Source: an optimization exercise on an open RTL-to-GDS flow (aim: small area, a short achievable clock period and few clock cycles per item). Production flows keep margins and buffers that such runs may drop. Only simulation tests tie the RTL to the original design; equivalence was not proved.

==> v1 <==
// epoch_seconds_to_date
module epoch_seconds_to_date (
    input  logic        i_clk,
    input  logic        i_rst_n,
    input  logic        start,
    output logic        busy,
    input  logic [31:0] i_epoch_seconds,
    output logic        o_done,
    output logic [11:0] o_year,
    output logic [3:0]  o_month,
    output logic [4:0]  o_day,
    output logic [4:0]  o_hour,
    output logic [5:0]  o_minute,
    output logic [5:0]  o_second
);
Settings: LEC_CHECK=0, CAP_MARGIN=20, CORE_MARGIN=2, CORE_UTILIZATION=40, CTS_BUF_LIST=sky130_fd_sc_hd__clkbuf_8 sky130_fd_sc_hd__clkbuf_16, CTS_CLUSTER_DIAMETER=120, CTS_CLUSTER_SIZE=30, SETUP_SLACK_MARGIN=4.45, SLEW_MARGIN=20, SYNTH_HIERARCHICAL=1; clock period 7.0 ns.
run.sh (not shown) runs the stock make flow with config.mk's settings and CLKGATE_MAP_FILE= SYNTH_SCRIPT=/design/flow/synth_recipe.tcl, a recipe that flattens the netlist after the stock synthesis.
==> inputs of v8, as changes to v1 <==
- CTS_CLUSTER_SIZE: 30 -> 24
==> notes.md <==
FF/Latch Area: v1 6610 um^2; v8 6600 um^2
Startpoint of the tightest hold check path: v1 r3_107; v8 r1_132
Maximum fanout along the worst path: v1 3; v8 4
Fillers: v1 3061; v8 3066
Min Hold Slack: v1 0.320 ns; v8 0.325 ns
Reg-to-reg slack, setup: v1 4.49 ns; v8 4.49 ns
WL per Instance: v1 12.7 um; v8 12.9 um
Worst setup path startpoint: v1 r2_23; v8 r2_20
Area growth, synth to finish: v1 12.6%; v8 13.2%
Run status: v1 complete, no violations; v8 complete, no violations
Clock Skews: v1 0.0293 ns; v8 0.0131 ns
Hold-critical path endpoint: v1 r4_213; v8 r2_133
TritonCTS buffer count: v1 14; v8 17
Detailed route wirelength on metal2: v1 9.56 mm; v8 9.85 mm
Clock buf count: v1 15; v8 17
Detailed route wirelength on metal3: v1 672 um; v8 759 um
Clock-pin slew on the worst setup and hold paths: v1 0.11 ns; v8 0.10 ns
Minimum clock period after layout: v1 2.51 ns; v8 2.51 ns
Relative slew slack: v1 0.622; v8 0.615
Repair and plain buffers: v1 98; v8 99
Area of combinational cells with multiple inputs: v1 6550 um^2; v8 6560 um^2
Pin count of the biggest net entering global routing: v1 31; v8 25
Met3 GRT Util: v1 0.0167; v8 0.0187
Testbench counts of v1, summed over its fixed seeds: cycles 16,056, items 16,000.
Testbench counts of v8, summed over its fixed seeds: cycles 16,056, items 16,000.

---

==> v19 <==
Another version of the RTL of epoch_seconds_to_date (not shown whole).
make LEC_CHECK=0 CAP_MARGIN=20 CORE_MARGIN=2 CORE_UTILIZATION=40 CTS_BUF_LIST='sky130_fd_sc_hd__clkbuf_8 sky130_fd_sc_hd__clkbuf_16' CTS_CLUSTER_DIAMETER=120 CTS_CLUSTER_SIZE=30 SETUP_SLACK_MARGIN=4.45 SLEW_MARGIN=20 SYNTH_HIERARCHICAL=1 finish   # period 7.0 ns
==> v4: changes against v19 <==
--- a/flow/config.mk
+++ b/flow/config.mk
@@ -12,3 +12,3 @@
 export CTS_CLUSTER_DIAMETER = 120
-export CTS_CLUSTER_SIZE = 30
+export CTS_CLUSTER_SIZE = 24
 export SETUP_SLACK_MARGIN = 4.45
==> comparison table <==
item	v4	v19
Wire length per cell	12.7 um	12.5 um
Fmax	397 MHz	397 MHz
Area of the multi-input gates	0.00630 mm^2	0.00629 mm^2
Global-route wire length before repair	33.0 mm	32.9 mm
Final cell count without fillers	1545	1547
Share of cells above drive strength 1	11.7%	11.6%
Maximum number of pins on one net before global-route repair	27	31
Synthesis-to-finish area growth	14.0%	13.9%
Filler instances	2968	2966
Count of non-CTS buffers in the layout	96	100
Fraction of standard cell area that is sequential	44.4%	44.4%
R2r setup slk	4.48 ns	4.48 ns
Via count of the first global-routing pass	7007	6967
Post-Route Utilization	46.3%	46.2%
Final clock-cell share	2.93%	2.71%
Met2 WL	9.48 mm	9.33 mm
Outcome	no timing/DRC/antenna violations	no timing/DRC/antenna violations
Finished layout cell area	0.0151 mm^2	0.0150 mm^2
Testbench counts of v19, summed over its fixed seeds: cycles 16,056, items 16,000.
Testbench counts of v4, summed over its fixed seeds: cycles 16,056, items 16,000.

## what the ideal ports hide
The flow's constraints put no driver on any port. The routed layouts listed below were extracted and timed again, unchanged, in two steps. Step 1 sets driving cells, clkbuf_16 on the clock port and buf_2 on the other inputs (assumed; they add their load-dependent delay and slew). Step 2 adds t to the input delays and takes it off the output delays; t is the mean of the earliest and latest rising clock arrival at the registers after step 1. Input paths then give back, and output paths get back, about the clock's delay inside the block. Three values: ideal, step 1, step 2; two values: the first two.
run	t, ns	slack for setup (ns)	worst hold slack (ns)	worst setup path at the end	latest minus earliest clock arrival (ns)
v1	0.537	4.493 / 4.464 / 4.493	0.320 / 0.320 / 0.320	register to register	0.032 / 0.032
v8	0.541	4.491 / 4.469 / 4.491	0.325 / 0.325 / 0.325	register to register	0.015 / 0.014
v19	0.543	4.479 / 4.462 / 4.479	0.328 / 0.328 / 0.328	register to register	0.020 / 0.020
v4	0.551	4.483 / 4.458 / 4.483	0.316 / 0.316 / 0.316	register to register	0.025 / 0.025
After both steps every run listed still meets setup and hold.
